From an optimization exercise on the open Yosys and OpenROAD flow, aimed at small area and few clock cycles per item; shortcuts taken in it are not production practice. Where RTL was checked, it was by simulation tests only, not by an equivalence proof against the original.

Setup of job 5443:
==> flow/design.v <==
package bfp_pkg;
  localparam logic [3:0] COMP_METH_BFP = 4'd1;
  localparam int         RB_SAMPLES    = 24;
  localparam int         BEATS_PER_RB  = 6;
  function automatic logic [63:0] byte_reverse(input logic [63:0] d);
    for (int i = 0; i < 8; i++) byte_reverse[8*i +: 8] = d[56-8*i +: 8];
  endfunction
endpackage
module bfp_decomp (
  input  logic        clk,
  input  logic        rst,
  input  logic [63:0] s_axis_tdata,
  input  logic [7:0]  s_axis_tkeep,
  input  logic        s_axis_tvalid,
  output logic        s_axis_tready,
  input  logic        s_axis_tlast,
  input  logic [31:0] s_axis_tuser,
  output logic [63:0] m_axis_tdata,
  output logic [7:0]  m_axis_tkeep,
  output logic        m_axis_tvalid,
  output logic        m_axis_tlast,
  output logic [31:0] m_axis_tuser,
  input  logic [3:0]  ctrl_ud_comp_meth,
  input  logic [3:0]  ctrl_ud_iq_width
);
  logic        in_pkt_q, last_in_q, bfp_q, expd_q;
  logic [3:0]  iqw_q, exp_q;
  logic [2:0]  k_q;           
  logic [3:0]  r_q;           
  logic [6:0]  sh_q;          
  logic [59:0] beat_q;        
  logic [63:0] din;
  logic [123:0] cat;
  logic        acc, want_acc;
  logic        f_bfp, f_w15, f_ext, f_xo, f_eop;
  logic [3:0]  f_e, f_r;
  logic [6:0]  f_sh;
  logic        k5, xneed, ge_w, ge_w2, ge_2, m_xo, m_ext, lastseen, rb_left, nx;
  logic        fits_x, take_x, m_eop, cap;
  logic [4:0]  wq5;
  logic [4:0]  xa;
  logic [3:0]  e_x;
  logic [1:0]  csel;
  logic [3:0]  rr [4];
  logic [3:0]  r_nxt, e_nxt;
  logic        bfp, ext, xo, eop;
  logic [3:0]  iqw, e;
  logic [4:0]  w;
  logic [6:0]  sh;
  logic [63:0] v, v_q;
  logic [3:0]  e_q2;
  logic [4:0]  w2;
  logic [15:0] lo_keep, hi_fill, sg_sel;
  logic [3:0][15:0] smp;
  logic        unused_ok;
  assign unused_ok    = &{1'b0, s_axis_tkeep};
  assign m_axis_tkeep = 8'hFF;
  assign din = bfp_pkg::byte_reverse(s_axis_tdata);
  assign cat = {beat_q, din};
  assign f_bfp = (ctrl_ud_comp_meth == bfp_pkg::COMP_METH_BFP) && (ctrl_ud_iq_width != 4'd0);
  assign f_w15 = (ctrl_ud_iq_width == 4'd15);
  assign f_e   = f_bfp ? din[59:56] : 4'd0;
  assign f_ext = !f_bfp || !f_w15;
  assign f_xo  = f_bfp && f_w15;
  assign f_eop = !f_bfp && s_axis_tlast;
  assign f_r   = !f_bfp ? 4'd0 : f_w15 ? 4'd14 : 4'd14 - ctrl_ud_iq_width;
  assign f_sh  = f_bfp ? 7'd68 + {3'b0, ctrl_ud_iq_width} + {3'b0, f_e} : 7'd76;
  assign wq5   = bfp_q ? {1'b0, iqw_q} : 5'd16;
  assign k5    = (k_q == 3'd5);
  assign xneed = bfp_q && (k_q == 3'd0) && !expd_q;
  assign ge_w  = {1'b0, r_q} >= wq5;
  assign ge_w2 = {1'b0, r_q} >= wq5 + 5'd2;
  assign ge_2  = r_q >= 4'd2;
  assign want_acc = !in_pkt_q ? 1'b1 :
                    last_in_q ? 1'b0 :
                    !bfp_q    ? 1'b1 :
                    xneed     ? !ge_2 :
                    k5        ? !ge_w2 : !ge_w;
  assign s_axis_tready = want_acc;
  assign acc      = s_axis_tvalid && want_acc;
  assign m_xo     = xneed && (ge_2 || acc);
  assign m_ext    = !bfp_q ? acc : (!xneed && (ge_w || acc));
  assign lastseen = last_in_q || (acc && s_axis_tlast);
  assign rb_left  = acc ? (iqw_q == 4'd1 || iqw_q == 4'd2) : (iqw_q == 4'd1 && r_q >= 4'd9);
  assign nx       = !lastseen || rb_left;
  assign fits_x   = acc ? ({1'b0, r_q} + 5'd14 >= wq5) : ge_w2;
  assign take_x   = bfp_q && k5 && m_ext && nx && fits_x;
  assign m_eop    = m_ext && (bfp_q ? (k5 && !nx) : s_axis_tlast);
  assign cap      = m_xo || take_x;
  always_comb begin
    rr[0] = r_q;
    rr[1] = r_q - iqw_q;
    rr[2] = r_q - iqw_q - 4'd2;
    rr[3] = r_q - 4'd2;
    csel = !bfp_q  ? 2'd0 :
           m_xo    ? 2'd3 :
           take_x  ? 2'd2 :
           m_ext   ? 2'd1 : 2'd0;
  end
  assign xa = 5'd16 - {1'b0, r_q} + (k5 ? {1'b0, iqw_q} : 5'd0);
  always_comb begin
    logic [123:0] s;
    s = cat;
    for (int k = 4; k >= 0; k--) if (xa[k]) s = s << (4 << k);
    e_x = s[123:120];
  end
  assign r_nxt = in_pkt_q ? rr[csel] : f_r;
  assign e_nxt = in_pkt_q ? (cap ? e_x : exp_q) : f_e;
  assign bfp = in_pkt_q ? bfp_q : f_bfp;
  assign iqw = in_pkt_q ? iqw_q : ctrl_ud_iq_width;
  assign w   = bfp ? {1'b0, iqw} : 5'd16;
  assign e   = in_pkt_q ? (bfp_q ? exp_q : 4'd0) : f_e;
  assign sh  = in_pkt_q ? sh_q : f_sh;
  assign ext = acc && !in_pkt_q ? f_ext : m_ext && in_pkt_q;
  assign xo  = in_pkt_q ? m_xo : (acc && f_xo);
  assign eop = in_pkt_q ? m_eop : (acc && f_eop);
  always_comb begin
    logic [139:0] s;
    s = {16'd0, cat};
    for (int k = 6; k >= 0; k--) if (sh[k]) s = s << (1 << k);
    v = s[139:76];
  end
  assign w2 = bfp_q ? {1'b0, iqw_q} : 5'd16;
  always_comb begin
    for (int j = 0; j < 16; j++) begin
      lo_keep[j] = (5'(j) >= {1'b0, e_q2});
      hi_fill[j] = (6'(j) >= {2'b0, e_q2} + {1'b0, w2});
      sg_sel[j]  = (6'(j) + 6'd1 == {2'b0, e_q2} + {1'b0, w2});
    end
  end
  always_comb begin
    for (int i = 0; i < 4; i++) begin
      logic [63:0] s;
      logic [15:0] f;
      logic        sg;
      s = v_q;
      for (int k = 3; k >= 0; k--) if (iqw_q[k]) s = s << (i << k);
      f  = (bfp_q || i == 0) ? s[63:48] : v_q[63-16*i -: 16];
      sg = |(f & sg_sel);
      for (int j = 0; j < 16; j++)
        smp[i][j] = lo_keep[j] & (hi_fill[j] ? sg : f[j]);
    end
  end
  always_ff @(posedge clk or posedge rst) begin
    if (rst) begin
      in_pkt_q      <= 1'b0;
      last_in_q     <= 1'b0;
      expd_q        <= 1'b0;
      k_q           <= '0;
      r_q           <= '0;
      m_axis_tvalid <= 1'b0;
      m_axis_tlast  <= 1'b0;
    end else begin
      m_axis_tvalid <= ext;
      m_axis_tlast  <= eop;
      if (acc) in_pkt_q <= 1'b1;
      if (acc && s_axis_tlast) last_in_q <= 1'b1;
      if (!in_pkt_q) begin
        if (acc) begin
          r_q    <= f_r;
          expd_q <= f_xo;
          k_q    <= (f_bfp && !f_xo) ? 3'd1 : 3'd0;
        end
      end else begin
        r_q <= rr[csel];
        if (cap) expd_q <= 1'b1;
        else if (m_ext) expd_q <= 1'b0;
        if (m_ext && bfp_q) k_q <= k5 ? 3'd0 : k_q + 3'd1;
      end
      if (eop) begin
        in_pkt_q  <= 1'b0;
        last_in_q <= 1'b0;
        expd_q    <= 1'b0;
        k_q       <= '0;
        r_q       <= '0;
      end
    end
  end
  assign m_axis_tdata = bfp_pkg::byte_reverse({smp[0], smp[1], smp[2], smp[3]});
  always_ff @(posedge clk) begin
    if (!in_pkt_q) begin
      bfp_q        <= f_bfp;
      iqw_q        <= ctrl_ud_iq_width;
      m_axis_tuser <= s_axis_tuser;
    end
    exp_q <= e_nxt;
    sh_q  <= {1'b0, ~r_nxt, 2'b00} + {2'b0, w} + {3'b0, e_nxt};
    if (acc) beat_q <= din[59:0];
    v_q   <= v;
    e_q2  <= e;
  end
endmodule
Settings: LEC_CHECK=0, ABC_AREA=1, CAP_MARGIN=20, CORE_MARGIN=2, CORE_UTILIZATION=40, SLEW_MARGIN=20; clock period 8.0 ns.
standard.sh (not shown) runs the stock make flow with config.mk's settings and CLKGATE_MAP_FILE= SYNTH_SCRIPT=/design/flow/synth_recipe.tcl, a recipe that flattens the netlist after the stock synthesis.
==> flow/flow/run.sh <==
#!/bin/bash
# The standard layout (standard.sh), with two changes to how it is made:
#  - Yosys's ABC maps the logic with an area-oriented script (flow/abc_area.script,
#    used in place of ORFS's abc_area.script; ABC_AREA is 1). Registers are
#    mapped before ABC runs, so they are the standard synthesis's.
#  - the port buffers are sky130_fd_sc_hd__buf_1 cells.
# Each tool's output is in orfs/logs; standard.sh's own output in standard_flow.log.
set -euo pipefail
here=$(pwd)
rm -rf "$here/orfs_scripts"
cp -r "$FLOW_HOME/scripts" "$here/orfs_scripts"
cp "$here/flow/abc_area.script" "$here/orfs_scripts/abc_area.script"
export SCRIPTS_DIR="$here/orfs_scripts"
export BUFFER_PORTS_ARGS="-buffer_cell sky130_fd_sc_hd__buf_1"
bash standard.sh > standard_flow.log 2>&1
==> flow/flow/abc_area.script <==
strash
dch
amap
topo
stime -c
Testbench counts of job 5443, summed over its fixed seeds: cycles 10,627, items 10,579.
Input-level comparison between job 1755 and job 5443:
--- a/flow/design.v
+++ b/flow/design.v
@@ -47,9 +47,7 @@
   logic [3:0]  iqw, e;
   logic [4:0]  w;
   logic [6:0]  sh;
-  logic [63:0] v, v_q;
-  logic [3:0]  e_q2;
-  logic [4:0]  w2;
+  logic [63:0] v;
   logic [15:0] lo_keep, hi_fill, sg_sel;
   logic [3:0][15:0] smp;
   logic        unused_ok;
@@ -120,12 +118,11 @@
     for (int k = 6; k >= 0; k--) if (sh[k]) s = s << (1 << k);
     v = s[139:76];
   end
-  assign w2 = bfp_q ? {1'b0, iqw_q} : 5'd16;
   always_comb begin
     for (int j = 0; j < 16; j++) begin
-      lo_keep[j] = (5'(j) >= {1'b0, e_q2});
-      hi_fill[j] = (6'(j) >= {2'b0, e_q2} + {1'b0, w2});
-      sg_sel[j]  = (6'(j) + 6'd1 == {2'b0, e_q2} + {1'b0, w2});
+      lo_keep[j] = (5'(j) >= {1'b0, e});
+      hi_fill[j] = (6'(j) >= {2'b0, e} + {1'b0, w});
+      sg_sel[j]  = (6'(j) + 6'd1 == {2'b0, e} + {1'b0, w});
     end
   end
   always_comb begin
@@ -133,9 +130,9 @@
       logic [63:0] s;
       logic [15:0] f;
       logic        sg;
-      s = v_q;
-      for (int k = 3; k >= 0; k--) if (iqw_q[k]) s = s << (i << k);
-      f  = (bfp_q || i == 0) ? s[63:48] : v_q[63-16*i -: 16];
+      s = v;
+      for (int k = 3; k >= 0; k--) if (iqw[k]) s = s << (i << k);
+      f  = (bfp || i == 0) ? s[63:48] : din[63-16*i -: 16];
       sg = |(f & sg_sel);
       for (int j = 0; j < 16; j++)
         smp[i][j] = lo_keep[j] & (hi_fill[j] ? sg : f[j]);
@@ -176,7 +173,6 @@
       end
     end
   end
-  assign m_axis_tdata = bfp_pkg::byte_reverse({smp[0], smp[1], smp[2], smp[3]});
   always_ff @(posedge clk) begin
     if (!in_pkt_q) begin
       bfp_q        <= f_bfp;
@@ -186,7 +182,6 @@
     exp_q <= e_nxt;
     sh_q  <= {1'b0, ~r_nxt, 2'b00} + {2'b0, w} + {3'b0, e_nxt};
     if (acc) beat_q <= din[59:0];
-    v_q   <= v;
-    e_q2  <= e;
+    m_axis_tdata <= bfp_pkg::byte_reverse({smp[0], smp[1], smp[2], smp[3]});
   end
 endmodule
Results
Job 1755 against job 5443: final-layout clock buffer total fell 2; cell count now sits higher; final standard cell area without fillers moved up. Going from job 5443 to job 1755, adder-cell area share of the yosys netlist shows an increase of 0.27 points, setup slack shows a reduction of 0.36 ns, proportion of cell area occupied by multi-input gates shows a reduction of 6.5 points. Delta (job 1755 minus job 5443): tightest hold margin did not really move, first-pass GRT wire length went up. Diff job 5443 -> job 1755 | via count | up by a few percent.
Only the layout flow was run in job 1755; the RTL was not checked for function there.

==> separate check: timing with driven ports <==
No port has a modelled driver above. Below, the same layouts with a new extraction and two added sets of constraints. Step 1, drivers: a clkbuf_16 drives clk and a buf_2 each remaining input, both assumed. Step 2 times the ports against the registers' clock, not the clock port: input delays grow and output delays shrink by t, the midpoint of the rising clock arrivals with the driver on. Slacks: ideal / step 1 / step 2; pairs: ideal / step 1.
run | shift t [ns] | setup WS [ns] | worst hold slack (ns) | worst data-port slew with drivers (ns)
job 5443 | 0.505 | 0.556 / 0.508 / 0.720 | 0.539 / 0.539 / 0.539 | 0.07
job 1755 | 0.561 | 0.192 / 0.216 / -0.345 | 0.541 / 0.541 / 0.541 | 0.08
With both steps, setup timing fails in job 1755, where it was met with ideal ports. The setup slack of job 1755, which loses most, moves by +0.024 ns with the drivers and by -0.537 ns with both steps.
